This is an optimization exercise on Yosys and OpenROAD, whose aim is small area and a short achievable clock period, not a production implementation.
At most, simulation tests tie the RTL to the original design; equivalence was not proved.
No functional check of the RTL was part of runs 3 and 4.
Power is estimated from default activity; no workload was simulated.

--- design/flow/design.v ---
package bc_addr_pkg;
    typedef logic [16-1:0] word_addr_t;
    typedef logic [5-1:0] burstcount_t;
endpackage
package bc_ctrl_pkg;
    typedef enum logic {
        CAPT_EMPTY,
        CAPT_HELD
    } capt_state_e;
    typedef enum logic {
        REP_IDLE,
        REP_IN_BURST
    } rep_state_e;
endpackage
`timescale 1ns/1ps
module word_addr_adder (
    input  logic                                    clock,
    input  logic                                    aclrn,
    input  logic                                    i_valid,
    input  bc_addr_pkg::word_addr_t                              i_base_addr,
    input  logic [1:0]                              i_add_to_base_addr,
    output logic                                    o_valid,       
    output logic [(((16 / 2) < 5) ? 
                                 5 : (16 / 2))-1:0]               o_addr_lo,
    output logic [16-1:(((16 / 2) < 5) ? 
                                 5 : (16 / 2))] o_addr_hi      
);
    localparam int HI_W = 16 - (((16 / 2) < 5) ? 
                                 5 : (16 / 2));
    logic [(((16 / 2) < 5) ? 
                                 5 : (16 / 2)):0] sum_lo;      
    logic [HI_W-1:0]         base_hi;     
    always_ff @(posedge clock or negedge aclrn) begin
        if (!aclrn) begin
            o_valid <= 1'b0;
        end else begin
            o_valid <= i_valid;
        end
    end
    always_ff @(posedge clock) begin
        sum_lo  <= i_base_addr[(((16 / 2) < 5) ? 
                                 5 : (16 / 2))-1:0] + ((((16 / 2) < 5) ? 
                                 5 : (16 / 2)) + 1)'(i_add_to_base_addr);
        base_hi <= i_base_addr[16-1:(((16 / 2) < 5) ? 
                                 5 : (16 / 2))];
        o_addr_hi <= base_hi + HI_W'(sum_lo[(((16 / 2) < 5) ? 
                                 5 : (16 / 2))]);
    end
    assign o_addr_lo = sum_lo[(((16 / 2) < 5) ? 
                                 5 : (16 / 2))-1:0];     
endmodule
`timescale 1ns/1ps
module burst_builder (
    input  logic                                    clock,
    input  logic                                    aclrn,
    input  logic                                    i_valid,
    input  logic [(((16 / 2) < 5) ? 
                                 5 : (16 / 2))-1:0]               i_addr_lo,     
    input  logic [16-1:(((16 / 2) < 5) ? 
                                 5 : (16 / 2))] i_addr_hi,     
    input  logic                                    i_disable_timeout,
    output logic                                    o_burst_valid,
    output bc_addr_pkg::word_addr_t                              o_burst_addr,
    output logic [3:0]                              o_burst_count    
);
    localparam int BB   = $clog2((1 << (5 - 1)));         
    localparam int TO_W = $clog2(8);
    localparam int HI_W = 16 - (((16 / 2) < 5) ? 
                                 5 : (16 / 2));
    bc_ctrl_pkg::capt_state_e               capt_state;
    logic [(((16 / 2) < 5) ? 
                                 5 : (16 / 2))-1:0] capt_lo;
    logic [BB-1:0]             capt_next_in_burst;    
    logic                      capt_not_at_bound;     
    logic [HI_W-1:0]           capt_hi;
    logic [(((16 / 2) < 5) ? 
                                 5 : (16 / 2))-1:0] capt_next_lo;
    logic                      late_valid;
    logic                      held;
    logic                      cont_valid;            
    logic                      late_cont_valid;
    logic                      match_lo;              
    logic                      late_match;            
    logic                      coal_continue;
    logic                      late_done;
    logic [(((16 / 2) < 5) ? 
                                 5 : (16 / 2))-1:0] late_capt_lo;
    logic                      coal_done;             
    bc_addr_pkg::word_addr_t                coal_addr;
    logic [TO_W-1:0]           idle_cnt;
    logic                      timeout;
    logic                      add_one;
    logic                      load_next;             
    assign held = (capt_state == bc_ctrl_pkg::CAPT_HELD);
    always_ff @(posedge clock or negedge aclrn) begin
        if (!aclrn) begin
            capt_state <= bc_ctrl_pkg::CAPT_EMPTY;
        end else if (i_valid) begin
            capt_state <= bc_ctrl_pkg::CAPT_HELD;
        end else if (timeout) begin
            capt_state <= bc_ctrl_pkg::CAPT_EMPTY;     
        end
    end
    always_ff @(posedge clock) begin
        if (i_valid) begin
            capt_lo            <= i_addr_lo;
            capt_next_in_burst <= i_addr_lo[BB-1:0] + 1'b1;
            capt_not_at_bound  <= ~&i_addr_lo[BB-1:0];     
        end
        if (late_valid) begin
            capt_hi <= i_addr_hi;     
        end
        match_lo     <= (i_addr_lo == capt_next_lo);
        late_match   <= match_lo & (i_addr_hi == capt_hi);     
        late_capt_lo <= capt_lo;
        coal_addr    <= {capt_hi, late_capt_lo};
    end
    assign capt_next_lo  = {capt_lo[(((16 / 2) < 5) ? 
                                 5 : (16 / 2))-1:BB], capt_next_in_burst};
    assign coal_continue = late_match & late_cont_valid;
    assign timeout = held & ~i_valid & ~i_disable_timeout &
                     (idle_cnt == TO_W'(8 - 1));
    always_ff @(posedge clock or negedge aclrn) begin
        if (!aclrn) begin
            idle_cnt <= '0;
        end else if (i_valid || !held) begin
            idle_cnt <= '0;
        end else if (!i_disable_timeout) begin
            idle_cnt <= idle_cnt + 1'b1;
        end
    end
    always_ff @(posedge clock or negedge aclrn) begin
        if (!aclrn) begin
            late_valid      <= 1'b0;
            cont_valid      <= 1'b0;
            late_cont_valid <= 1'b0;
            late_done       <= 1'b0;
            coal_done       <= 1'b0;
            o_burst_valid   <= 1'b0;
            add_one         <= 1'b0;
            load_next       <= 1'b1;     
            o_burst_count   <= 4'd1;
        end else begin
            late_valid      <= i_valid;
            cont_valid      <= i_valid & held & capt_not_at_bound;
            late_cont_valid <= cont_valid;
            late_done       <= timeout | (i_valid & held);     
            coal_done       <= late_done;
            o_burst_valid   <= coal_done & ~coal_continue;
            add_one         <= coal_done & coal_continue;
            if (coal_done) begin
                load_next <= ~coal_continue;
            end
            if (o_burst_valid) begin
                o_burst_count <= 4'd1;
            end
            if (add_one) begin
                o_burst_count <= o_burst_count + 1'b1;
            end
        end
    end
    always_ff @(posedge clock) begin
        if (coal_done && load_next) begin
            o_burst_addr <= coal_addr;     
        end
    end
endmodule
`timescale 1ns/1ps
module show_ahead_fifo #(
    parameter int WIDTH    = 8,
    parameter int DEPTH    = 16,     
    parameter int AF_LEVEL = 15      
) (
    input  logic             clock,
    input  logic             aclrn,
    input  logic             i_wr_req,
    input  logic [WIDTH-1:0] i_wr_data,
    input  logic             i_rd_ack,      
    output logic [WIDTH-1:0] o_rd_data,     
    output logic             o_empty,
    output logic             o_almost_full
);
    localparam int PTR_W = $clog2(DEPTH);
    localparam int CNT_W = $clog2(DEPTH + 1);
    logic [WIDTH-1:0] mem [DEPTH];
    logic [PTR_W-1:0] wr_ptr;
    logic [PTR_W-1:0] rd_next;     
    logic [CNT_W-1:0] count;
    logic [CNT_W-1:0] count_nx;
    logic             head_from_wr;
    always_comb begin
        count_nx = count;
        if (i_wr_req && !i_rd_ack) count_nx = count + 1'b1;
        else if (!i_wr_req && i_rd_ack) count_nx = count - 1'b1;
    end
    always_ff @(posedge clock or negedge aclrn) begin
        if (!aclrn) begin
            wr_ptr        <= '0;
            rd_next       <= PTR_W'(1);
            count         <= '0;
            o_empty       <= 1'b1;
            o_almost_full <= 1'b0;
        end else begin
            if (i_wr_req) wr_ptr <= wr_ptr + 1'b1;
            if (i_rd_ack) rd_next <= rd_next + 1'b1;
            count         <= count_nx;
            o_empty       <= (count_nx == '0);
            o_almost_full <= (count_nx >= CNT_W'(AF_LEVEL));
        end
    end
    always_ff @(posedge clock) begin
        if (i_wr_req) begin
            mem[wr_ptr] <= i_wr_data;
        end
    end
    assign head_from_wr = (count == '0) || ((count == CNT_W'(1)) && i_rd_ack);
    always_ff @(posedge clock) begin
        if (head_from_wr) begin
            o_rd_data <= i_wr_data;
        end else if (i_rd_ack) begin
            o_rd_data <= mem[rd_next];
        end
    end
endmodule
`timescale 1ns/1ps
module burst_repeater (
    input  logic        clock,
    input  logic        aclrn,
    input  logic        i_rep_empty,
    input  logic [3:0]  i_rep_count,         
    output logic        o_rep_rd_ack,        
    input  logic        i_ctrl_almost_full,
    output logic        o_ctrl_wr_req
);
    bc_ctrl_pkg::rep_state_e  state;
    logic [3:0]  remaining;        
    logic        remaining_eq_two;
    logic        go;               
    logic        is_last;
    assign go      = ~i_rep_empty & ~i_ctrl_almost_full;
    assign is_last = (state == bc_ctrl_pkg::REP_IN_BURST) ? remaining_eq_two
                                             : (i_rep_count == 4'd1);
    assign o_rep_rd_ack  = go & is_last;
    assign o_ctrl_wr_req = go;            
    always_ff @(posedge clock or negedge aclrn) begin
        if (!aclrn) begin
            state            <= bc_ctrl_pkg::REP_IDLE;
            remaining        <= '0;
            remaining_eq_two <= 1'b0;
        end else if (go) begin
            if (state == bc_ctrl_pkg::REP_IDLE) begin
                remaining        <= i_rep_count;
                remaining_eq_two <= (i_rep_count == 4'd2);
                if (i_rep_count != 4'd1) state <= bc_ctrl_pkg::REP_IN_BURST;
            end else begin
                remaining        <= remaining - 1'b1;
                remaining_eq_two <= (remaining == 4'd3);     
                if (remaining_eq_two) state <= bc_ctrl_pkg::REP_IDLE;
            end
        end
    end
endmodule
`timescale 1ns/1ps
module ctrl_queue (
    input  logic        clock,
    input  logic        aclrn,
    input  logic        i_wr_req,
    input  bc_addr_pkg::word_addr_t  i_wr_addr,
    input  logic [3:0]  i_wr_count,           
    input  logic        i_rd_ack,
    output logic        o_empty,
    output bc_addr_pkg::word_addr_t  o_rd_addr,
    output bc_addr_pkg::burstcount_t o_rd_count,
    output logic        o_almost_full,
    output logic        o_disable_timeout     
);
    localparam int DEPTH = 64;
    localparam int PTR_W = $clog2(DEPTH);
    localparam int CNT_W = $clog2(DEPTH + 1);
    localparam int WIDTH = 16 + 4;
    logic [WIDTH-1:0] mem [DEPTH];
    logic [PTR_W-1:0] wr_ptr;
    logic [PTR_W-1:0] rd_next;     
    logic [CNT_W-1:0] count;
    logic [CNT_W-1:0] count_nx;
    logic             head_from_wr;
    logic [WIDTH-1:0] head_nx;
    always_comb begin
        count_nx = count;
        if (i_wr_req && !i_rd_ack) count_nx = count + 1'b1;
        else if (!i_wr_req && i_rd_ack) count_nx = count - 1'b1;
    end
    always_ff @(posedge clock or negedge aclrn) begin
        if (!aclrn) begin
            wr_ptr            <= '0;
            rd_next           <= PTR_W'(1);
            count             <= '0;
            o_empty           <= 1'b1;
            o_almost_full     <= 1'b0;
            o_disable_timeout <= 1'b0;
        end else begin
            if (i_wr_req) wr_ptr <= wr_ptr + 1'b1;
            if (i_rd_ack) rd_next <= rd_next + 1'b1;
            count             <= count_nx;
            o_empty           <= (count_nx == '0);
            o_almost_full     <= (count_nx >= CNT_W'(DEPTH - 1));
            o_disable_timeout <= (count >= CNT_W'(DEPTH / 2));
        end
    end
    always_ff @(posedge clock) begin
        if (i_wr_req) begin
            mem[wr_ptr] <= {i_wr_count, i_wr_addr};
        end
    end
    assign head_from_wr = (count == '0) || ((count == CNT_W'(1)) && i_rd_ack);
    assign head_nx      = head_from_wr ? {i_wr_count, i_wr_addr} : mem[rd_next];
    always_ff @(posedge clock) begin
        if (head_from_wr || i_rd_ack) begin
            o_rd_addr  <= head_nx[16-1:0];
            o_rd_count <= {(head_nx[WIDTH-1:16] == 4'd0), head_nx[WIDTH-1:16]};
        end
    end
endmodule
`timescale 1ns/1ps
module burst_coalescer (
    input  logic        clock,
    input  logic        aclrn,
    input  logic        i_valid,
    input  bc_addr_pkg::word_addr_t  i_base_addr,
    input  logic [1:0]  i_add_to_base_addr,
    output logic        o_almost_full,         
    output logic        o_ctrl_empty,
    input  logic        i_ctrl_rd_ack,
    output bc_addr_pkg::word_addr_t  o_word_address,
    output bc_addr_pkg::burstcount_t o_burstcount,
    output logic        o_disable_timeout
);
    logic                                    addr_valid;
    logic [(((16 / 2) < 5) ? 
                                 5 : (16 / 2))-1:0]               addr_lo;
    logic [16-1:(((16 / 2) < 5) ? 
                                 5 : (16 / 2))] addr_hi;
    logic        burst_valid;
    bc_addr_pkg::word_addr_t  burst_addr;
    logic [3:0]  burst_count;     
    logic        rep_empty;
    logic        rep_rd_ack;
    bc_addr_pkg::word_addr_t  rep_addr;
    logic [3:0]  rep_count;
    logic        ctrl_wr_req;
    logic        ctrl_almost_full;
    word_addr_adder u_adder (
        .clock (clock), .aclrn (aclrn),
        .i_valid (i_valid), .i_base_addr (i_base_addr), .i_add_to_base_addr (i_add_to_base_addr),
        .o_valid (addr_valid), .o_addr_lo (addr_lo), .o_addr_hi (addr_hi)
    );
    burst_builder u_builder (
        .clock (clock), .aclrn (aclrn),
        .i_valid (addr_valid), .i_addr_lo (addr_lo), .i_addr_hi (addr_hi),
        .i_disable_timeout (o_disable_timeout),
        .o_burst_valid (burst_valid), .o_burst_addr (burst_addr), .o_burst_count (burst_count)
    );
    show_ahead_fifo #(
        .WIDTH     (4 + 16),
        .DEPTH     (32),
        .AF_LEVEL  (32 - (0 + 5))
    ) u_repeat_fifo (
        .clock (clock), .aclrn (aclrn),
        .i_wr_req (burst_valid), .i_wr_data ({burst_count, burst_addr}),
        .i_rd_ack (rep_rd_ack), .o_rd_data ({rep_count, rep_addr}),
        .o_empty (rep_empty), .o_almost_full (o_almost_full)
    );
    burst_repeater u_repeater (
        .clock (clock), .aclrn (aclrn),
        .i_rep_empty (rep_empty), .i_rep_count (rep_count),
        .o_rep_rd_ack (rep_rd_ack), .i_ctrl_almost_full (ctrl_almost_full),
        .o_ctrl_wr_req (ctrl_wr_req)
    );
    ctrl_queue u_ctrl_queue (
        .clock (clock), .aclrn (aclrn),
        .i_wr_req (ctrl_wr_req), .i_wr_addr (rep_addr), .i_wr_count (rep_count),
        .i_rd_ack (i_ctrl_rd_ack), .o_empty (o_ctrl_empty),
        .o_rd_addr (o_word_address), .o_rd_count (o_burstcount),
        .o_almost_full (ctrl_almost_full), .o_disable_timeout (o_disable_timeout)
    );
endmodule
--- design/flow/run.sh ---
#!/bin/bash
# synth_recipe.tcl (not shown) runs the flow's synth.tcl, then flattens the netlist and writes it again
# the make line also repeats each setting of config.mk as NAME=value (left out here)
make -C /OpenROAD-flow-scripts/flow DESIGN_CONFIG=/design/flow/config.mk WORK_HOME=/design/flow/orfs CLKGATE_MAP_FILE= SYNTH_SCRIPT=/design/flow/synth_recipe.tcl finish
--- design/flow/config.mk ---
export PLATFORM = sky130hd
export DESIGN_NAME = burst_coalescer
export DESIGN_NICKNAME = burst_coalescer
export VERILOG_FILES = /design/flow/design.v
export SDC_FILE = /design/flow/constraint.sdc
export NUM_CORES = 4
export LEC_CHECK = 0
export CAP_MARGIN = 20
export CORE_MARGIN = 2
export CORE_UTILIZATION = 65
export PLACE_DENSITY = 0.75
export SETUP_SLACK_MARGIN = 3.0
export SLEW_MARGIN = 20
--- design/flow/constraint.sdc ---
create_clock -name core_clock -period 5.5 [get_ports {clock}]
set_input_delay 1.1000 -clock core_clock [delete_from_list [all_inputs] [get_ports {clock}]]
set_output_delay 1.1000 -clock core_clock [all_outputs]
set_load 0.01 [all_outputs]
==> results of run 1 <==
state kept, by name (all words and copies together) (netlist names), 9 cells and up:
signal                   count
u_adder.sum_lo               9
u_builder.coal_addr         16
u_builder.o_burst_addr      16
u_ctrl_queue.mem          1280
u_ctrl_queue.o_rd_addr      16
u_repeat_fifo.mem          640
u_repeat_fifo.o_rd_data     20
through the flow:
step                instances  cell area, sq um  total power, W
CTS                      5748             94400          0.0504
detailed placement       5137             83700          0.0335
global placement         5137             83700          0.0330
global route             5804             95400          0.0533
finish                   5804             95400          0.0527
floorplan                3545             81000          0.0293
area by class of cell:
class | count | area (sq um) | area share
Inverter | 20 | 75.1 | 0.000787
Timing Repair Buffer | 386 | 5400 | 0.0566
Sequential cell | 2112 | 62600 | 0.656
Clock inverter | 104 | 1050 | 0.0110
Multi-Input combinational cell | 1280 | 18700 | 0.196
Tap cell | 1637 | 2050 | 0.0215
Clock buffer | 265 | 5500 | 0.0576
worst max-delay path: cells and delay by family (launching register included):
family	cells	cell delay, ps
AO/OA/AOI/OAI	3	890
buffers and inverters	4	690
flip-flops	1	670
multiplexers	1	520
AND/OR/NAND/NOR	2	480
layer usage:
metal  vias up  global-route usage  share of wire
met2      4748               0.608           0.49
met4        10               0.193          0.075
met3      1130              0.0846           0.13
met1     22500               0.478           0.30
li1      15900                   -              -
met5         -                   0        0.00040
cell families (layout without fill, tap and decap cells):
logic type | after synthesis | after routing | synth area share
AO/OA/AOI/OAI | 158 | 158 | 0.0126
XOR/XNOR | 61 | 61 | 0.00663
adder cells (fa/ha/maj) | 24 | 24 | 0.00382
buffers and inverters | 204 | 775 | 0.0116
flip-flops | 2112 | 2112 | 0.777
multiplexers | 662 | 662 | 0.169
AND/OR/NAND/NOR | 324 | 375 | 0.0190
layout by cell type, fill, tap and decap left out, types with 37 or more instances in the layout:
master     Yosys  final
clkinv_1       0     37
nand2_1       75     68
buf_4          9    158
dfrtp_1       57     46
edfxtp_1    1998   1998
mux2i_1       82     64
buf_16         0     51
buf_12         0     81
nor2_2         0     40
clkbuf_1     100     47
clkbuf_16      0    210
xnor2_1       39     39
mux4_2       560    560
dfxtp_1       51     51
nor2_4         0    106
what timing repair did:
item                                    in CTS  in global routing
buffers inserted                           160                 25
endpoints found under the setup margin    1132                326
pin swaps                                   90                 27
cloned                                      82                 12
gates resized for setup                    324                 66
final timing paths:
kind	from	endpoint	slack, ps	depth (start not counted)
max	u_ctrl_queue.rd_next[0]	u_ctrl_queue.o_rd_count[4]	2080	10
min in group asynchronous	aclrn	u_builder.idle_cnt[2]	420	1
min	u_builder.late_capt_lo[2]	u_builder.coal_addr[2]	320	0
max reg2reg	u_ctrl_queue.rd_next[0]	u_ctrl_queue.o_rd_count[4]	2080	10
max in group asynchronous	aclrn	u_ctrl_queue.rd_next[2]	4270	1
min reg2reg	u_builder.late_capt_lo[2]	u_builder.coal_addr[2]	320	0
power by group through the flow:
stage                     combinational [W]  clock (W)  sequential (W)
after global placement               0.0120          0          0.0210
after detailed placement             0.0124          0          0.0212
after CTS                            0.0159     0.0138          0.0207
after global routing                 0.0179     0.0146          0.0208
after floorplan                     0.00882          0          0.0205
final                                0.0178     0.0141          0.0208
==> qor.txt, run 1 <==
===========================================================================================
Hold Vio Cnt, Final                                                                       0
Result of the run                                                              complete, no violations
Data required time of the critical path                                             6170 ps
Num rows                                                                                129
Routed wirelength normalized by instance count                                      43.1 um
Clk buf depth                                                                             3
Portion of synthesized cell area occupied by the leading cell type                    0.745
Critical path's slowest cell                                                        dfstp_4
Count of distinct cell types in the synthesized netlist                                  64
Leading cell type by number of instances after synthesis                           edfxtp_1
Switching power                                                                    0.0174 W
Worst EP arrival                                                                    4090 ps
Number of fill cells                                                                   5673
Max-slew violations                                                                       0
Delay contributed by the slowest stage of the critical path                          670 ps
Die area                                                                       127000 sq um
Biggest fanout along the worst timing path                                               15
Wire length of the first global-routing pass                                         325 mm
Area of the core                                                               123000 sq um
Internal portion of total power                                                    0.0353 W
Hold/Removal Path Class                                                             reg2reg
Worst setup timing slack at the placement stage                                     1340 ps
Synthesized net count                                                                  3591
Layout overhead on the synthesized area                                               18.4%
Pin count of the biggest net entering global routing                                     94
Sink count of the clock tree                                                           2112
Endpoint class of the critical path                                               flip-flop
Post-detailed-route DRC marker count                                                      0
CTS Root Buffer Type                                                              clkbuf_16
Vias per Instance                                                                      7.62
Clock latency of the later-clocked register in the worst-skew pair                   870 ps
First drt pass iteration count                                                            8
Ratio of final minimum period to clock period                                         0.621
Number of design-rule violations left by the first detailed-router iteration           8667
Vias in the first global route                                                        43.4k
Main flop type after synthesis                                                     edfxtp_1
Number of violations of the max-capacitance limit                                         0
Asr flop ratio synth                                                                 0.0298
Worst-Margin Slew                                                                   1160 ps
Pwr Density                                                                     552 nW/um^2
Final Hold Slack                                                                     322 ps
H-tree level count                                                                        4
Part of the Yosys area used for sequential elements                                   0.777
Setup repair after global routing missed its margin                                    true
Startpoint types                                                                  flip-flop
Number of input and output port buffers inserted                                         45
Leak Pwr                                                                            30.5 nW
Warning count from the yosys run                                                          5
Number of buffers added to fix hold violations after cts                                  0
Share of final-layout standard cells stronger than drive strength 1                   0.357
Final setup violation count                                                               0
Library cell with the largest summed area after synthesis                          edfxtp_1
Clock slew at the register clock pins of the worst setup and hold paths               70 ps
Tmin final                                                                          3420 ps
Floorplan die width                                                                  356 um
Antenna diodes                                                                            0
Total routing resource utilization after global routing                               0.373
Die Ht                                                                               356 um
Power share of the clock group                                                        0.268
Antenna violations before repair                                                          7
Count of boundary I/O pins                                                               46
Ranking of synthesized cells by instance count                                 1998 x edfxtp_1, 560 x mux4_2, 134 x nor2_1
Switching share of total power                                                        0.331
Final TNS setup                                                                        0 ps
Category of the critical setup timing path                                          reg2reg
Cell-by-cell trace of the critical path                                        buf_12 > buf_12 > buf_16 > buf_6 > mux2i_1 > o22ai_1 > nor2_1 > o21ai_0 > a221o_1 > nor4_2
Total number of vias                                                                  44.2k
Highest Clock Rate                                                                  293 MHz
Routability Congestion                                                                0.860
Remaining global-route overflow                                                           0
Top cells by area, synth                                                       edfxtp_1 74%, mux4_2 16%, dfrtp_1 1.8%
Flops & latches, synth                                                                 2112
Total number of nets in the final design                                               4044
Sequential group share of total power                                                 0.395
HPWL Detailed                                                                        101 mm
Proportion of power drawn by combinational gates                                      0.337
Synthesized area divided by synthesized cell count                               22.7 sq um
Worst supply voltage drop on vdd                                                 0.000387 V
Post-synthesis instance total                                                          3545
Relative slew slack                                                                   0.226
Area of the mapped netlist                                                      80600 sq um
Number of enable flip-flop cells after synthesis                                       1998
Initial standard-cell utilization of the core                                         0.653
Final WL                                                                             250 mm
Layout Skew                                                                         48.8 ps
Number of buffers created by CTS                                                        198
CTS tree                                                                              built
Number of nets with antenna violations after detailed routing                             0
Worst Setup Slack, final                                                            2080 ps
Core utilization of the finished layout                                               0.774
Cell type with the highest occurrence count on the critical path                     buf_12
===========================================================================================
==> inputs of run 2 (changes only) <==
--- a/design/flow/config.mk
+++ b/design/flow/config.mk
@@ -7,7 +7,5 @@
 export LEC_CHECK = 0
 export CAP_MARGIN = 20
 export CORE_MARGIN = 2
-export CORE_UTILIZATION = 65
-export PLACE_DENSITY = 0.75
-export SETUP_SLACK_MARGIN = 3.0
+export CORE_UTILIZATION = 40
 export SLEW_MARGIN = 20
==> run 2 against run 1 <==
Via count shrank 17%. Clock skew fell by 15 ps. Synthesized area unchanged. Count of clock-buffer cells in the layout shrank 4. Flip-flop and latch count did not move. Combinational power shrank about 30%. Cell area fell by 4.0%. Global-route usage is 19 points lower. First-iteration DRC count shrank 51%. Critical endpoint unchanged. Largest cell class unchanged. Largest power group unchanged.
==> qor.txt, run 2 <==
===========================================================================================
Highest Clock Rate                                                                  243 MHz   was 293 MHz
Num rows                                                                                164   was 129
Worst EP arrival                                                                    4760 ps   was 4090 ps
Internal portion of total power                                                    0.0326 W   was 0.0353 W
CTS tree                                                                              built   unchanged
Total number of nets in the final design                                               3827   was 4044
Number of nets with antenna violations after detailed routing                             0   unchanged
Area of the mapped netlist                                                      80600 sq um   unchanged
Power share of the clock group                                                        0.285   was 0.268
Initial standard-cell utilization of the core                                         0.403   was 0.653
Synthesized net count                                                                  3591   unchanged
Cell family contributing the most delay on the critical path                   compound AO/OA/AOI/OAI gates   unchanged
Asr flop ratio synth                                                                 0.0298   unchanged
Top Registers                                                                  u_ctrl_queue.mem x1280, u_repeat_fifo.mem x640, u_repeat_fifo.o_rd_data x20   unchanged
Leading cell type by number of instances after synthesis                           edfxtp_1   unchanged
Final setup violation count                                                               0   unchanged
Data required time of the critical path                                             6140 ps   was 6170 ps
Largest register by flop count                                                 u_ctrl_queue.mem   unchanged
Top cells by area, synth                                                       edfxtp_1 74%, mux4_2 16%, dfrtp_1 1.8%   unchanged
Startpoint types                                                                  flip-flop   unchanged
Layout overhead on the synthesized area                                               13.6%   was 18.4%
Routed wirelength normalized by instance count                                      28.4 um   was 43.1 um
Final TNS setup                                                                        0 ps   unchanged
Post-synthesis instance total                                                          3545   unchanged
Area of the core                                                               200000 sq um   was 123000 sq um
Number of violations of the max-capacitance limit                                         0   unchanged
Result of the run                                                              complete, no violations   unchanged
Pin count of the biggest net entering global routing                                     96   was 94
Number of design-rule violations left by the first detailed-router iteration           4207   was 8667
Die Ht                                                                               453 um   was 356 um
Ranking of synthesized cells by instance count                                 1998 x edfxtp_1, 560 x mux4_2, 134 x nor2_1   unchanged
Synthesized area divided by synthesized cell count                               22.7 sq um   unchanged
R2R depth                                                                                 6   was 10
Routability Congestion                                                                0.856   was 0.860
Worst-Margin Slew                                                                   1040 ps   was 1160 ps
Count of boundary I/O pins                                                               46   unchanged
Critical path buffers and inverters                                                       1   was 4
Total routing resource utilization after global routing                               0.183   was 0.373
Critical path's slowest cell                                                        dfrtp_4   was dfstp_4
Flops & latches, synth                                                                 2112   unchanged
Hold Vio Cnt, Final                                                                       0   unchanged
Most common library cell in the layout ignoring fill and taps                      edfxtp_1   unchanged
Delay contributed by the slowest stage of the critical path                         1040 ps   was 670 ps
Largest register FFs                                                                   1280   unchanged
Layout Skew                                                                         33.4 ps   was 48.8 ps
Ratio of final minimum period to clock period                                         0.749   was 0.621
Sink count of the clock tree                                                           2112   unchanged
Warning count from the yosys run                                                          5   unchanged
Setup repair after global routing missed its margin                                   false   was true
Endpoint class of the critical path                                               flip-flop   unchanged
Leading cell types in the layout, fill and taps excluded                       1998 x edfxtp_1, 560 x mux4_2, 202 x clkbuf_16   was 1998 x edfxtp_1, 560 x mux4_2, 210 x clkbuf_16
H-tree level count                                                                        4   unchanged
Post-detailed-route DRC marker count                                                      0   unchanged
Library cell with the largest summed area after synthesis                          edfxtp_1   unchanged
Count of instances resized after the clock tree is built                                  0   was 324
Max-slew violations                                                                       0   unchanged
Biggest fanout along the worst timing path                                               55   was 15
Proportion of power drawn by combinational gates                                      0.268   was 0.337
Number of buffers created by CTS                                                        198   unchanged
Vias in the first global route                                                        37.6k   was 43.4k
Worst Setup Slack, final                                                            1380 ps   was 2080 ps
RR Endpoint                                                                    u_ctrl_queue.o_rd_count[4]   unchanged
Number of enable flip-flop cells after synthesis                                       1998   unchanged
Sequential group share of total power                                                 0.447   was 0.395
Reg2reg start                                                                  u_ctrl_queue.rd_next[1]   was u_ctrl_queue.rd_next[0]
Portion of synthesized cell area occupied by the leading cell type                    0.745   unchanged
Leak Pwr                                                                            28.5 nW   was 30.5 nW
CTS Root Buffer Type                                                              clkbuf_16   unchanged
Hold/Removal Path Class                                                            in2async   was reg2reg
Part of the Yosys area used for sequential elements                                   0.777   unchanged
Relative slew slack                                                                   0.309   was 0.226
HPWL Detailed                                                                        103 mm   was 101 mm
Cell-by-cell trace of the critical path                                        buf_4 > mux4_2 > a2111oi_1 > a211oi_1 > a221o_1 > nor4_2   was buf_12 > buf_12 > buf_16 > buf_6 > mux2i_1 > o22ai_1 > nor2_1 > o21ai_0 > a221o_1 > nor4_2
Category of the critical setup timing path                                          reg2reg   unchanged
Final WL                                                                             187 mm   was 250 mm
Switching power                                                                    0.0139 W   was 0.0174 W
Total setup buffers inserted after CTS                                                    0   was 160
Total power draw                                                                   0.0465 W   was 0.0527 W
Main flop type after synthesis                                                     edfxtp_1   unchanged
Tmin final                                                                          4120 ps   was 3420 ps
Clk buf depth                                                                             3   unchanged
Worst supply voltage drop on vdd                                                 0.000358 V   was 0.000387 V
Worst setup timing slack at the placement stage                                     1130 ps   was 1340 ps
Pwr Density                                                                     508 nW/um^2   was 552 nW/um^2
Switching share of total power                                                        0.299   was 0.331
Die area                                                                       205000 sq um   was 127000 sq um
Number of input and output port buffers inserted                                         45   unchanged
Floorplan die width                                                                  453 um   was 356 um
Antenna violations before repair                                                          3   was 7
Vias per Instance                                                                      5.57   was 7.62
Number of buffers added to fix hold violations after cts                                  0   unchanged
Wire length of the first global-routing pass                                         270 mm   was 325 mm
Clock latency of the later-clocked register in the worst-skew pair                   830 ps   was 870 ps
Clock slew at the register clock pins of the worst setup and hold paths               70 ps   about the same
Register-to-register setup slack                                                    1380 ps   was 2080 ps
First drt pass iteration count                                                            5   was 8
Count of distinct cell types in the synthesized netlist                                  64   unchanged
Remaining global-route overflow                                                           0   unchanged
Total number of vias                                                                  36.8k   was 44.2k
Share of final-layout standard cells stronger than drive strength 1                   0.293   was 0.357
===========================================================================================
==> run 2: cell types whose count changed in the layout (fill, tap and decap cells not counted), moves of 11 or more <==
cell             delta
o21ai_1            -16
mux2i_2            -11
buf_2              -17
nor2_4             -98
mux2_4             -13
mux2i_1            +18
nor2_2             +48
buf_12             -70
o21ai_0            +24
buf_16             -51
buf_8              -11
buf_6              -28
mux2_2             +13
clkdlybuf4s50_1    +25
==> run 2: power groups by stage <==
stage | Clock, W | Sequential [W] | Combinational (W)
finish | 0.0132 | 0.0208 | 0.0125
global route | 0.0141 | 0.0209 | 0.0132
CTS | 0.0135 | 0.0208 | 0.0125
detailed placement | 0 | 0.0212 | 0.0125
global placement | 0 | 0.0211 | 0.0125
floorplan | 0 | 0.0205 | 0.00846
==> run 2: logic make-up (layout without fill, tap and decap cells) <==
group / count (synthesis) / after routing / share of synthesized area
AND/OR/NAND/NOR: 324 / 324 / 0.0190
adder cells (fa/ha/maj): 24 / 24 / 0.00382
flip-flops: 2112 / 2112 / 0.777
AO/OA/AOI/OAI: 158 / 158 / 0.0126
buffers and inverters: 204 / 607 / 0.0116
other: 0 / 2 / 0
XOR/XNOR: 61 / 61 / 0.00663
multiplexers: 662 / 662 / 0.169
==> run 2: final cells by class <==
type / count / area [sq um]
diodes: 2 / 5.00
well taps: 2656 / 3320
clock buffers: 261 / 5360
multi-input cells: 1229 / 17300
fillers: 16500 / 108000
inverters: 20 / 75.1
flip-flops and latches: 2112 / 62600
repair buffers: 220 / 1980
clock inverters: 106 / 876
==> run 2: worst register-to-register path: cells and delay by family, from the launching register on <==
family	cells	cell delay (ps)
AOI/OAI and AO/OA	3	1370
DFF	1	1040
buffers and inverters	1	840
muxes	1	440
and+or+nand+nor	1	250
==> run 2: how the worst max path moves through the flow <==
stage,startpoint,to,slack [ps],depth (start not counted)
6_report,u_ctrl_queue.rd_next[1],u_ctrl_queue.o_rd_count[4],1380,6
5_1_grt,u_ctrl_queue.rd_next[1],u_ctrl_queue.o_rd_count[4],1410,6
4_1_cts,u_ctrl_queue.rd_next[1],u_ctrl_queue.o_rd_count[4],1620,6
3_5_place_dp,i_ctrl_rd_ack,u_ctrl_queue.o_rd_count[4],1130,8
3_3_place_gp,i_ctrl_rd_ack,u_ctrl_queue.o_rd_count[4],1170,8
2_1_floorplan,u_repeat_fifo.o_rd_data[16],u_repeat_fifo.o_rd_data[0],2330,7
==> run 2: per-layer routing <==
metal,global-route usage,part of all wire,up-vias
met1,0.256,0.42,20000
met5,0,0,-
met4,0.0616,0.031,0
li1,-,-,15400
met3,0.0294,0.055,262
met2,0.293,0.49,1189
==> run 2: stage by stage <==
step / area, sq um / hold slack [ps] / cells / utilization
2_1_floorplan: 80600 / 310 / 3545 / -
3_3_place_gp: 85200 / 311 / 6225 / 0.426
5_1_grt: 91600 / 150 / 6606 / 0.458
4_1_cts: 91400 / 119 / 6592 / 0.457
6_report: 91600 / 170 / 6606 / 0.458
3_5_place_dp: 85200 / 312 / 6225 / 0.426
==> inputs of run 3 (changes only) <==
--- a/design/flow/design.v
+++ b/design/flow/design.v
@@ -180,45 +180,57 @@
     output logic             o_empty,
     output logic             o_almost_full
 );
-    localparam int PTR_W = $clog2(DEPTH);
+    localparam int SLOTS = DEPTH - 1;
+    localparam int PTR_W = $clog2(SLOTS);
     localparam int CNT_W = $clog2(DEPTH + 1);
-    logic [WIDTH-1:0] mem [DEPTH];
+    logic [WIDTH-1:0] mem [SLOTS];
     logic [PTR_W-1:0] wr_ptr;
-    logic [PTR_W-1:0] rd_next;     
-    logic [CNT_W-1:0] count;
+    logic [SLOTS-1:0] rd_oh;        
+    logic [CNT_W-1:0] count;        
     logic [CNT_W-1:0] count_nx;
     logic             head_from_wr;
+    logic             rd_adv;
+    logic [WIDTH-1:0] mem_q;
     always_comb begin
         count_nx = count;
         if (i_wr_req && !i_rd_ack) count_nx = count + 1'b1;
         else if (!i_wr_req && i_rd_ack) count_nx = count - 1'b1;
     end
+    assign head_from_wr = (count == '0) || ((count == CNT_W'(1)) && i_rd_ack);
+    assign rd_adv       = (i_rd_ack && (count != CNT_W'(1))) || (i_wr_req && head_from_wr);
     always_ff @(posedge clock or negedge aclrn) begin
         if (!aclrn) begin
             wr_ptr        <= '0;
-            rd_next       <= PTR_W'(1);
+            rd_oh         <= SLOTS'(1);
             count         <= '0;
             o_empty       <= 1'b1;
             o_almost_full <= 1'b0;
         end else begin
-            if (i_wr_req) wr_ptr <= wr_ptr + 1'b1;
-            if (i_rd_ack) rd_next <= rd_next + 1'b1;
+            if (i_wr_req) wr_ptr <= (wr_ptr == PTR_W'(SLOTS - 1)) ? '0 : wr_ptr + 1'b1;
+            if (rd_adv) rd_oh <= {rd_oh[SLOTS-2:0], rd_oh[SLOTS-1]};
             count         <= count_nx;
             o_empty       <= (count_nx == '0);
             o_almost_full <= (count_nx >= CNT_W'(AF_LEVEL));
         end
     end
-    always_ff @(posedge clock) begin
-        if (i_wr_req) begin
-            mem[wr_ptr] <= i_wr_data;
+    for (genvar i = 0; i < SLOTS; i++) begin : g_slot
+        always_ff @(posedge clock) begin
+            if (i_wr_req && wr_ptr == PTR_W'(i)) begin
+                mem[i] <= i_wr_data;
+            end
+        end
+    end
+    always_comb begin
+        mem_q = '0;
+        for (int i = 0; i < SLOTS; i++) begin
+            mem_q = mem_q | ({WIDTH{rd_oh[i]}} & mem[i]);
         end
     end
-    assign head_from_wr = (count == '0) || ((count == CNT_W'(1)) && i_rd_ack);
     always_ff @(posedge clock) begin
         if (head_from_wr) begin
             o_rd_data <= i_wr_data;
         end else if (i_rd_ack) begin
-            o_rd_data <= mem[rd_next];
+            o_rd_data <= mem_q;
         end
     end
 endmodule
@@ -274,46 +286,60 @@
     output logic        o_almost_full,
     output logic        o_disable_timeout     
 );
-    localparam int DEPTH = 64;
-    localparam int PTR_W = $clog2(DEPTH);
-    localparam int CNT_W = $clog2(DEPTH + 1);
+    localparam int DEPTH = 64 - 1;     
+    localparam int SLOTS = DEPTH - 1;
+    localparam int PTR_W = $clog2(SLOTS);
+    localparam int CNT_W = $clog2(64 + 1);
     localparam int WIDTH = 16 + 4;
-    logic [WIDTH-1:0] mem [DEPTH];
+    logic [WIDTH-1:0] mem [SLOTS];
+    logic [WIDTH-1:0] wr_data;
     logic [PTR_W-1:0] wr_ptr;
-    logic [PTR_W-1:0] rd_next;     
-    logic [CNT_W-1:0] count;
+    logic [SLOTS-1:0] rd_oh;        
+    logic [CNT_W-1:0] count;        
     logic [CNT_W-1:0] count_nx;
     logic             head_from_wr;
+    logic             rd_adv;
+    logic [WIDTH-1:0] mem_q;
     logic [WIDTH-1:0] head_nx;
+    assign wr_data = {i_wr_count, i_wr_addr};
     always_comb begin
         count_nx = count;
         if (i_wr_req && !i_rd_ack) count_nx = count + 1'b1;
         else if (!i_wr_req && i_rd_ack) count_nx = count - 1'b1;
     end
+    assign head_from_wr = (count == '0) || ((count == CNT_W'(1)) && i_rd_ack);
+    assign rd_adv       = (i_rd_ack && (count != CNT_W'(1))) || (i_wr_req && head_from_wr);
     always_ff @(posedge clock or negedge aclrn) begin
         if (!aclrn) begin
             wr_ptr            <= '0;
-            rd_next           <= PTR_W'(1);
+            rd_oh             <= SLOTS'(1);
             count             <= '0;
             o_empty           <= 1'b1;
             o_almost_full     <= 1'b0;
             o_disable_timeout <= 1'b0;
         end else begin
-            if (i_wr_req) wr_ptr <= wr_ptr + 1'b1;
-            if (i_rd_ack) rd_next <= rd_next + 1'b1;
+            if (i_wr_req) wr_ptr <= (wr_ptr == PTR_W'(SLOTS - 1)) ? '0 : wr_ptr + 1'b1;
+            if (rd_adv) rd_oh <= {rd_oh[SLOTS-2:0], rd_oh[SLOTS-1]};
             count             <= count_nx;
             o_empty           <= (count_nx == '0);
-            o_almost_full     <= (count_nx >= CNT_W'(DEPTH - 1));
-            o_disable_timeout <= (count >= CNT_W'(DEPTH / 2));
+            o_almost_full     <= (count_nx >= CNT_W'(DEPTH));
+            o_disable_timeout <= (count >= CNT_W'(64 / 2));
         end
     end
-    always_ff @(posedge clock) begin
-        if (i_wr_req) begin
-            mem[wr_ptr] <= {i_wr_count, i_wr_addr};
+    for (genvar i = 0; i < SLOTS; i++) begin : g_slot
+        always_ff @(posedge clock) begin
+            if (i_wr_req && wr_ptr == PTR_W'(i)) begin
+                mem[i] <= wr_data;
+            end
         end
     end
-    assign head_from_wr = (count == '0) || ((count == CNT_W'(1)) && i_rd_ack);
-    assign head_nx      = head_from_wr ? {i_wr_count, i_wr_addr} : mem[rd_next];
+    always_comb begin
+        mem_q = '0;
+        for (int i = 0; i < SLOTS; i++) begin
+            mem_q = mem_q | ({WIDTH{rd_oh[i]}} & mem[i]);
+        end
+    end
+    assign head_nx = head_from_wr ? wr_data : mem_q;
     always_ff @(posedge clock) begin
         if (head_from_wr || i_rd_ack) begin
             o_rd_addr  <= head_nx[16-1:0];
@@ -362,7 +388,7 @@
     );
     show_ahead_fifo #(
         .WIDTH     (4 + 16),
-        .DEPTH     (32),
+        .DEPTH     (32 - 1),     
         .AF_LEVEL  (32 - (0 + 5))
     ) u_repeat_fifo (
         .clock (clock), .aclrn (aclrn),
--- a/design/flow/config.mk
+++ b/design/flow/config.mk
@@ -7,5 +7,7 @@
 export LEC_CHECK = 0
 export CAP_MARGIN = 20
 export CORE_MARGIN = 2
-export CORE_UTILIZATION = 40
+export CORE_UTILIZATION = 65
+export PLACE_DENSITY = 0.75
+export SETUP_SLACK_MARGIN = 3.0
 export SLEW_MARGIN = 20
==> run 3 against run 2 <==
Still clean. Synthesized area down 5.6%. Fmax up 56%. Via count up 33%. Flip-flop and latch count unchanged. Cell count down 7.9%. Combinational power down 68%. First-iteration DRC count rose to 2.6 times the previous value. Count of clock-buffer cells in the layout up 12. Die area down 42%. Wire length up 44%. Highest routed layer is now met5.
==> qor.txt, run 3 <==
============================================================================================
Result of the run                                                               complete, no violations   unchanged
Share of final-layout standard cells stronger than drive strength 1                    0.208   was 0.293
Remaining global-route overflow                                                            0   unchanged
Post-Synth Adder-Cell Area                                                           0.00470   was 0.00382
Number of nets with antenna violations after detailed routing                              0   unchanged
Clk buf depth                                                                              3   unchanged
Final setup violation count                                                                0   unchanged
CTS Root Buffer Type                                                               clkbuf_16   unchanged
Setup repair after global routing missed its margin                                     true   was false
Endpoint class of the critical path                                                flip-flop   unchanged
Leading cell type by number of instances after synthesis                            edfxtp_1   unchanged
HPWL Detailed                                                                         138 mm   was 103 mm
Internal portion of total power                                                     0.0274 W   was 0.0326 W
Number of buffers added to fix hold violations after cts                                   0   unchanged
Final TNS setup                                                                         0 ps   unchanged
Compound-gate portion of the synthesized area                                          0.108   was 0.0126
Top cells by area, synth                                                        edfxtp_1 76%, dfrtp_1 4.5%, a22o_1 3.5%   was edfxtp_1 74%, mux4_2 16%, dfrtp_1 1.8%
Worst EP arrival                                                                     3210 ps   was 4760 ps
Total number of vias                                                                   48.9k   was 36.8k
Number of buffers created by CTS                                                         191   was 198
Data required time of the critical path                                              6060 ps   was 6140 ps
Library cell with the largest summed area after synthesis                           edfxtp_1   unchanged
Relative slew slack                                                                    0.268   was 0.309
Global routing met2 resource utilization                                               0.590   was 0.293
First drt pass iteration count                                                             9   was 5
Proportion of synthesized area in mux cells                                           0.0168   was 0.169
Total power draw                                                                    0.0367 W   was 0.0465 W
Leading cell types in the layout, fill and taps excluded                        1918 x edfxtp_1, 310 x a22oi_1, 307 x a22o_1   was 1998 x edfxtp_1, 560 x mux4_2, 202 x clkbuf_16
Basic-gate share of the synthesized area counting and, or, nand and nor cells         0.0333   was 0.0190
Clock slew at the register clock pins of the worst setup and hold paths                60 ps   was 70 ps
Number of design-rule violations left by the first detailed-router iteration           11.1k   was 4207
Placed insts                                                                            5604   was 6225
Most common library cell in the layout ignoring fill and taps                       edfxtp_1   unchanged
Worst-Margin Slew                                                                    1100 ps   was 1040 ps
Main combinational cell family by area after synthesis                          compound AO/OA/AOI/OAI gates   was multiplexers
Largest register FFs                                                                    1240   was 1280
Met3 Usage GRT                                                                         0.223   was 0.0294
Layer carrying the most global-route usage                                              met2   unchanged
Main flop type after synthesis                                                      edfxtp_1   unchanged
Post-detailed-route DRC marker count                                                       0   unchanged
Hold Vio Cnt, Final                                                                        0   unchanged
Clock latency of the later-clocked register in the worst-skew pair                    830 ps   about the same
CTS tree                                                                               built   unchanged
Post-synthesis instance total                                                           4043   was 3545
Sequential group share of total power                                                  0.535   was 0.447
Part of the Yosys area used for sequential elements                                    0.817   was 0.777
Wire length of the first global-routing pass                                          357 mm   was 270 mm
Floorplan die width                                                                   346 um   was 453 um
Vias in the first global route                                                         45.4k   was 37.6k
Number of enable flip-flop cells after synthesis                                        1918   was 1998
Vias per Instance                                                                       8.04   was 5.57
Layout Skew                                                                          28.3 ps   was 33.4 ps
Synthesized area divided by synthesized cell count                                18.8 sq um   was 22.7 sq um
Worst setup timing slack at the placement stage                                      1550 ps   was 1130 ps
Ranking of synthesized cells by instance count                                  1918 x edfxtp_1, 310 x a22oi_1, 308 x a22o_1   was 1998 x edfxtp_1, 560 x mux4_2, 134 x nor2_1
Pin count of the biggest net entering global routing                                      66   was 96
Global-route track usage on met1                                                       0.585   was 0.256
Antenna violations before repair                                                           8   was 3
Sink count of the clock tree                                                            2112   unchanged
Layout overhead on the synthesized area                                                15.9%   was 13.6%
Synthesized net count                                                                   4093   was 3591
Post-synthesis xor/xnor area fraction                                                0.00541   was 0.00663
Total number of nets in the final design                                                4441   was 3827
Worst Setup Slack, final                                                             2850 ps   was 1380 ps
Die Ht                                                                                346 um   was 453 um
Flops & latches, synth                                                                  2112   unchanged
Asr flop ratio synth                                                                  0.0677   was 0.0298
Portion of synthesized cell area occupied by the leading cell type                     0.757   was 0.745
Worst supply voltage drop on vdd                                                  0.000535 V   was 0.000358 V
Count of boundary I/O pins                                                                46   unchanged
Pwr Density                                                                      417 nW/um^2   was 508 nW/um^2
H-tree level count                                                                         4   unchanged
Routed wirelength normalized by instance count                                       44.3 um   was 28.4 um
Largest register by flop count                                                  u_ctrl_queue.mem   unchanged
Final instance area                                                              88200 sq um   was 91600 sq um
Fin cells                                                                               6082   was 6606
Highest Clock Rate                                                                   378 MHz   was 243 MHz
Ratio of final minimum period to clock period                                          0.481   was 0.749
Startpoint types                                                                   flip-flop   unchanged
Routability Congestion                                                                 0.906   was 0.856
Top Registers                                                                   u_ctrl_queue.mem x1240, u_repeat_fifo.mem x600, u_ctrl_queue.rd_oh x62   was u_ctrl_queue.mem x1280, u_repeat_fifo.mem x640, u_repeat_fifo.o_rd_data x20
Proportion of power drawn by combinational gates                                       0.107   was 0.268
Die area                                                                        120000 sq um   was 205000 sq um
Number of input and output port buffers inserted                                          45   unchanged
Warning count from the yosys run                                                           7   was 5
Tmin final                                                                           2650 ps   was 4120 ps
Category of the critical setup timing path                                           reg2reg   unchanged
Max-slew violations                                                                        0   unchanged
Area of the mapped netlist                                                       76100 sq um   was 80600 sq um
Leak Pwr                                                                             29.3 nW   was 28.5 nW
Num rows                                                                                 125   was 164
Total routing resource utilization after global routing                                0.441   was 0.183
Final WL                                                                              269 mm   was 187 mm
Area after DPL                                                                   79700 sq um   was 85200 sq um
Number of fill cells                                                                    6064   was 16.5k
Hold/Removal Path Class                                                             in2async   unchanged
Switching power                                                                    0.00932 W   was 0.0139 W
Count of distinct cell types in the synthesized netlist                                   61   was 64
Switching share of total power                                                         0.254   was 0.299
Number of violations of the max-capacitance limit                                          0   unchanged
Initial standard-cell utilization of the core                                          0.655   was 0.403
Biggest fanout along the worst timing path                                                17   was 55
Area of the core                                                                116000 sq um   was 200000 sq um
Power share of the clock group                                                         0.358   was 0.285
============================================================================================
-- run 3: changes by cell type after synthesis, sizes merged, moves of 108 or more --
cell	change
a22oi	+306
nand4	+108
mux4	-560
a22o	+309
a221oi	+301
-- run 3: cell type report --
class,count,area [sq um],share of cell area
clock buffers,273,5410,0.0613
clock inverters,81,713,0.00809
repair buffers,362,3480,0.0395
inverters,21,78.8,0.000894
diodes,6,15.0,0.000170
multi-input cells,1703,14300,0.162
well taps,1524,1910,0.0216
flip-flops and latches,2112,62300,0.707
-- run 3: power groups by stage --
stage / combinational, W / sequential (W) / clock (W)
2_1_floorplan: 0.00137 / 0.0201 / 0
3_3_place_gp: 0.00301 / 0.0199 / 0
3_5_place_dp: 0.00310 / 0.0199 / 0
4_1_cts: 0.00346 / 0.0196 / 0.0130
5_1_grt: 0.00395 / 0.0197 / 0.0136
6_report: 0.00394 / 0.0197 / 0.0131
-- run 3: worst max-delay path, cell delays in order, from the launching register on --
cell	delay [ps]
dfrtp_2	540
buf_12	230
a22o_1	280
a221oi_2	290
nand4_1	480
nor4_4	360
a21oi_1	120
-- run 3: repair_timing --
item / CTS / global route
endpoints found under the setup margin: 881 / 684
setup buffers: 51 / 39
gates cloned: 17 / 10
pin swaps: 52 / 54
gates resized for setup: 271 / 120
-- run 3: logic make-up after synthesis --
group,Yosys count
AOI/OAI and AO/OA,1018
xor gates and xnor gates,47
adders and majority gates,28
buffers and inverters,244
DFF,2112
muxes,94
and+or+nand+nor,500
-- run 3: metal layers --
layer  vias up  routed length, um
li1      17700                  -
met1     23700              82000
met2      6166             108000
met3      1316              58800
met4        18              19900
met5         -                245
-- run 3: stage by stage --
stage,util,hold slack (ps)
final,0.759,328
after floorplan,-,310
after global routing,0.759,332
after CTS,0.750,328
after global placement,0.685,310
after detailed placement,0.686,312
-- run 3: path summary, 6_finish.rpt --
path / start / to / slack (ps) / cells after the start
worst max-delay path: u_ctrl_queue.rd_oh[27] / u_ctrl_queue.o_rd_addr[11] / 2850 / 6
worst min-delay path: aclrn / u_repeat_fifo.rd_oh[9] / 330 / 1
worst max register to register: u_ctrl_queue.rd_oh[27] / u_ctrl_queue.o_rd_addr[11] / 2850 / 6
worst min register to register: u_builder.late_capt_lo[5] / u_builder.coal_addr[5] / 330 / 0
max in group asynchronous: aclrn / u_builder.o_burst_valid / 3930 / 2
min in group core_clock: u_builder.late_capt_lo[5] / u_builder.coal_addr[5] / 330 / 0
==> inputs of run 4 (changes only) <==
--- a/design/flow/design.v
+++ b/design/flow/design.v
@@ -340,8 +340,11 @@
         end
     end
     assign head_nx = head_from_wr ? wr_data : mem_q;
-    always_ff @(posedge clock) begin
-        if (head_from_wr || i_rd_ack) begin
+    always_ff @(posedge clock or negedge aclrn) begin
+        if (!aclrn) begin
+            o_rd_addr  <= '0;
+            o_rd_count <= '0;
+        end else if (head_from_wr || i_rd_ack) begin
             o_rd_addr  <= head_nx[16-1:0];
             o_rd_count <= {(head_nx[WIDTH-1:16] == 4'd0), head_nx[WIDTH-1:16]};
         end
--- a/design/flow/config.mk
+++ b/design/flow/config.mk
@@ -7,7 +7,7 @@
 export LEC_CHECK = 0
 export CAP_MARGIN = 20
 export CORE_MARGIN = 2
-export CORE_UTILIZATION = 65
-export PLACE_DENSITY = 0.75
-export SETUP_SLACK_MARGIN = 3.0
+export CORE_UTILIZATION = 55
+export PLACE_DENSITY = 0.7
+export SETUP_SLACK_MARGIN = 3.3
 export SLEW_MARGIN = 20
==> run 4 against run 3 <==
Total power up 2.4%. Sequential power about the same. Register-to-register slack better by 70 ps. Sequential share of layout area down 2.2 points. Non-clock buffer count up 90. Still clean. Via count up 1.6%.
==> qor.txt, run 4 <==
===========================================================================================
Clock slew at the register clock pins of the worst setup and hold paths               60 ps   about the same
Count of distinct cell types in the synthesized netlist                                  63   was 61
Pwr Density                                                                     414 nW/um^2   was 417 nW/um^2
Ratio of final minimum period to clock period                                         0.478   was 0.481
Count of boundary I/O pins                                                               46   unchanged
Top cells by area, synth                                                       edfxtp_1 75%, dfrtp_1 5.2%, a22oi_1 4.9%   was edfxtp_1 76%, dfrtp_1 4.5%, a22o_1 3.5%
Number of design-rule violations left by the first detailed-router iteration          10.6k   was 11.1k
Category of the critical setup timing path                                          reg2out   was reg2reg
Post-detailed-route DRC marker count                                                      0   unchanged
Biggest fanout along the worst timing path                                                1   was 17
Total number of vias                                                                  49.7k   was 48.9k
Number of buffers added to fix hold violations after cts                                  0   unchanged
Num rows                                                                                136   was 125
Part of the Yosys area used for sequential elements                                   0.819   was 0.817
Setup repair after global routing missed its margin                                    true   unchanged
Worst-Margin Slew                                                                   1120 ps   was 1100 ps
Portion of synthesized cell area occupied by the leading cell type                    0.751   was 0.757
Die Ht                                                                               375 um   was 346 um
Die area                                                                       141000 sq um   was 120000 sq um
Layout overhead on the synthesized area                                               19.9%   was 15.9%
Cell-by-cell trace of the critical path                                               buf_6   was buf_12 > a22o_1 > a221oi_2 > nand4_1 > nor4_4 > a21oi_1
Total power draw                                                                   0.0376 W   was 0.0367 W
Final setup violation count                                                               0   unchanged
Total number of nets in the final design                                               4601   was 4441
Synthesized area divided by synthesized cell count                               18.5 sq um   was 18.8 sq um
First drt pass iteration count                                                            8   was 9
CTS Root Buffer Type                                                              clkbuf_16   unchanged
Number of fill cells                                                                   8666   was 6064
Number of buffers created by CTS                                                        195   was 191
Endpoint class of the critical path                                              output pin   was flip-flop
Leak Pwr                                                                            30.3 nW   was 29.3 nW
Critical path's slowest cell                                                        dfstp_2   was dfrtp_2
Vias per Instance                                                                      7.62   was 8.04
Hold Vio Cnt, Final                                                                       0   unchanged
Leading cell types in the layout, fill and taps excluded                       1897 x edfxtp_1, 492 x a22oi_1, 215 x a22o_1   was 1918 x edfxtp_1, 310 x a22oi_1, 307 x a22o_1
Worst EP arrival                                                                    1530 ps   was 3210 ps
Main flop type after synthesis                                                     edfxtp_1   unchanged
Sink count of the clock tree                                                           2112   unchanged
Post-synthesis instance total                                                          4107   was 4043
Layout Skew                                                                         43.7 ps   was 28.3 ps
Ranking of synthesized cells by instance count                                 1897 x edfxtp_1, 494 x a22oi_1, 216 x a22o_1   was 1918 x edfxtp_1, 310 x a22oi_1, 308 x a22o_1
Clk buf depth                                                                             3   unchanged
Number of input and output port buffers inserted                                         45   unchanged
Total routing resource utilization after global routing                               0.390   was 0.441
Max-slew violations                                                                       0   unchanged
Relative slew slack                                                                   0.256   was 0.268
Data required time of the critical path                                             4400 ps   was 6060 ps
Number of nets with antenna violations after detailed routing                             0   unchanged
Startpoint types                                                                  flip-flop   unchanged
Share of final-layout standard cells stronger than drive strength 1                   0.236   was 0.208
Area of the core                                                               137000 sq um   was 116000 sq um
Routability Congestion                                                                0.912   was 0.906
Cell family contributing the most delay on the critical path                     flip-flops   was simple AND/OR/NAND/NOR gates
Leading cell type by number of instances after synthesis                           edfxtp_1   unchanged
Warning count from the yosys run                                                          7   unchanged
Largest register by flop count                                                 u_ctrl_queue.mem   unchanged
Floorplan die width                                                                  375 um   was 346 um
Remaining global-route overflow                                                           0   unchanged
Delay contributed by the slowest stage of the critical path                          590 ps   was 540 ps
Asr flop ratio synth                                                                 0.0777   was 0.0677
Final WL                                                                             282 mm   was 269 mm
Number of enable flip-flop cells after synthesis                                       1897   was 1918
Critical path buffers and inverters                                                       1   unchanged
Result of the run                                                              complete, no violations   unchanged
Most common library cell in the layout ignoring fill and taps                      edfxtp_1   unchanged
Vias in the first global route                                                        45.2k   was 45.4k
Routed wirelength normalized by instance count                                      43.2 um   was 44.3 um
Area of the mapped netlist                                                      75800 sq um   was 76100 sq um
Highest Clock Rate                                                                  381 MHz   was 378 MHz
Largest register FFs                                                                   1240   unchanged
Library cell with the largest summed area after synthesis                          edfxtp_1   unchanged
Antenna violations before repair                                                         10   was 8
Flops & latches, synth                                                                 2112   unchanged
HPWL Detailed                                                                        143 mm   was 138 mm
Synthesized net count                                                                  4157   was 4093
Number of violations of the max-capacitance limit                                         0   unchanged
Pin count of the biggest net entering global routing                                     87   was 66
Hold/Removal Path Class                                                            in2async   unchanged
Final TNS setup                                                                        0 ps   unchanged
Top Registers                                                                  u_ctrl_queue.mem x1240, u_repeat_fifo.mem x600, u_ctrl_queue.rd_oh x62   unchanged
Clock latency of the later-clocked register in the worst-skew pair                   850 ps   was 830 ps
Worst supply voltage drop on vdd                                                 0.000329 V   was 0.000535 V
Core utilization of the finished layout                                               0.663   was 0.759
H-tree level count                                                                        4   unchanged
Wire length of the first global-routing pass                                         370 mm   was 357 mm
Initial standard-cell utilization of the core                                         0.553   was 0.655
CTS tree                                                                              built   unchanged
Tmin final                                                                          2630 ps   was 2650 ps
===========================================================================================
==> run 4: layer usage <==
| layer | global-route usage | part of all wire | vias to the layer above | wire length, um |
|---|---|---|---|---|
| li1 | - | - | 18000 | - |
| met4 | 0.198 | 0.069 | 14 | 19500 |
| met2 | 0.539 | 0.41 | 5733 | 116000 |
| met3 | 0.177 | 0.20 | 1306 | 55900 |
| met1 | 0.522 | 0.32 | 24600 | 90400 |
| met5 | 0.0113 | 0.00082 | - | 230 |
==> run 4: power breakdown <==
| group | switching, W | internal [W] |
|---|---|---|
| registers | 0.000573 | 0.0190 |
| clock network | 0.00590 | 0.00760 |
| logic | 0.00318 | 0.00132 |
| total | 0.00965 | 0.0280 |
==> run 4: final timing paths <==
path / startpoint / end / slack, ps / cells after the start
min: aclrn / u_builder.late_valid / 260 / 1
max in group asynchronous: aclrn / u_ctrl_queue.rd_oh[11] / 3980 / 2
min reg2reg: u_builder.late_capt_lo[1] / u_builder.coal_addr[1] / 330 / 0
max: u_ctrl_queue.o_empty / o_ctrl_empty / 2870 / 1
max reg2reg: u_repeat_fifo.o_rd_data[17] / u_repeat_fifo.rd_oh[3] / 2920 / 7
min in group core_clock: u_builder.late_capt_lo[1] / u_builder.coal_addr[1] / 330 / 0
==> run 4: final cells by class <==
| class | instances | area [sq um] | area share |
|---|---|---|---|
| flip-flops and latches | 2112 | 62200 | 0.684 |
| multi-input cells | 1766 | 14700 | 0.161 |
| clock buffers | 277 | 5560 | 0.0611 |
| repair buffers | 452 | 5320 | 0.0585 |
| well taps | 1794 | 2240 | 0.0247 |
| clock inverters | 89 | 805 | 0.00885 |
| inverters | 24 | 93.8 | 0.00103 |
| diodes | 10 | 25.0 | 0.000275 |
==> run 4: cell families (layout without fill, tap and decap cells) <==
group / after synthesis / after routing / share of synthesized area
compound gates: 1036 / 1046 / 0.108
xor+xnor: 47 / 47 / 0.00561
fa+ha+maj: 28 / 28 / 0.00472
simple gates: 543 / 551 / 0.0361
flops: 2112 / 2112 / 0.819
mux: 94 / 94 / 0.0139
other cells: 0 / 10 / 0
buf+inv: 247 / 842 / 0.0131
==> run 4: metrics by stage <==
stage,cell area (sq um),cells,hold WS (ps),setup slack [ps]
3_5_place_dp,80100,5927,312,1710
6_report,90900,6524,261,2870
2_1_floorplan,76600,4107,310,2510
3_3_place_gp,80000,5923,311,1820
5_1_grt,90900,6514,319,2840
4_1_cts,89200,6439,295,2830
==> run 4: repair_timing <==
item | 4_1_cts | 5_1_grt
resized for setup | 413 | 245
buffers inserted | 117 | 66
gates cloned | 29 | 9
pin swaps | 60 | 49
setup endpoints to repair | 1675 | 1395

[re-timing with driven ports]
No port has a modelled driver above. Below, the same layouts with a new extraction and two added sets of constraints.
Step 1 (the two cells are an assumption about what drives the block):
set clk [get_ports {clock}]
set_driving_cell -lib_cell sky130_fd_sc_hd__clkbuf_16 $clk
set_driving_cell -lib_cell sky130_fd_sc_hd__buf_2 [delete_from_list [all_inputs] $clk]
Step 2 also shifts input and output timing later by t, the mid clock arrival at the registers, as if the neighbouring blocks saw the same clock.
Slacks: ideal / step 1 / step 2; pairs: ideal / step 1.
| run | t, ns | setup WS [ns] | worst setup path after step 2 | worst register clock-pin slew, ns | worst data-port slew with drivers (ns) |
|---|---|---|---|---|---|
| run 1 | 0.926 | 2.083 / 2.083 / 1.983 | input to register | 0.07 / 0.07 | 0.03 |
| run 2 | 0.897 | 1.382 / 1.382 / 1.097 | input to register | 0.07 / 0.07 | 0.11 |
| run 3 | 0.892 | 2.853 / 2.807 / 2.285 | input to register | 0.07 / 0.07 | 0.06 |
| run 4 | 0.909 | 2.872 / 2.795 / 2.568 | input to register | 0.07 / 0.07 | 0.14 |
After both steps setup and hold are still met in every run listed. For run 3, which loses most, drivers alone change the setup slack by -0.046 ns; drivers and shift together by -0.568 ns.
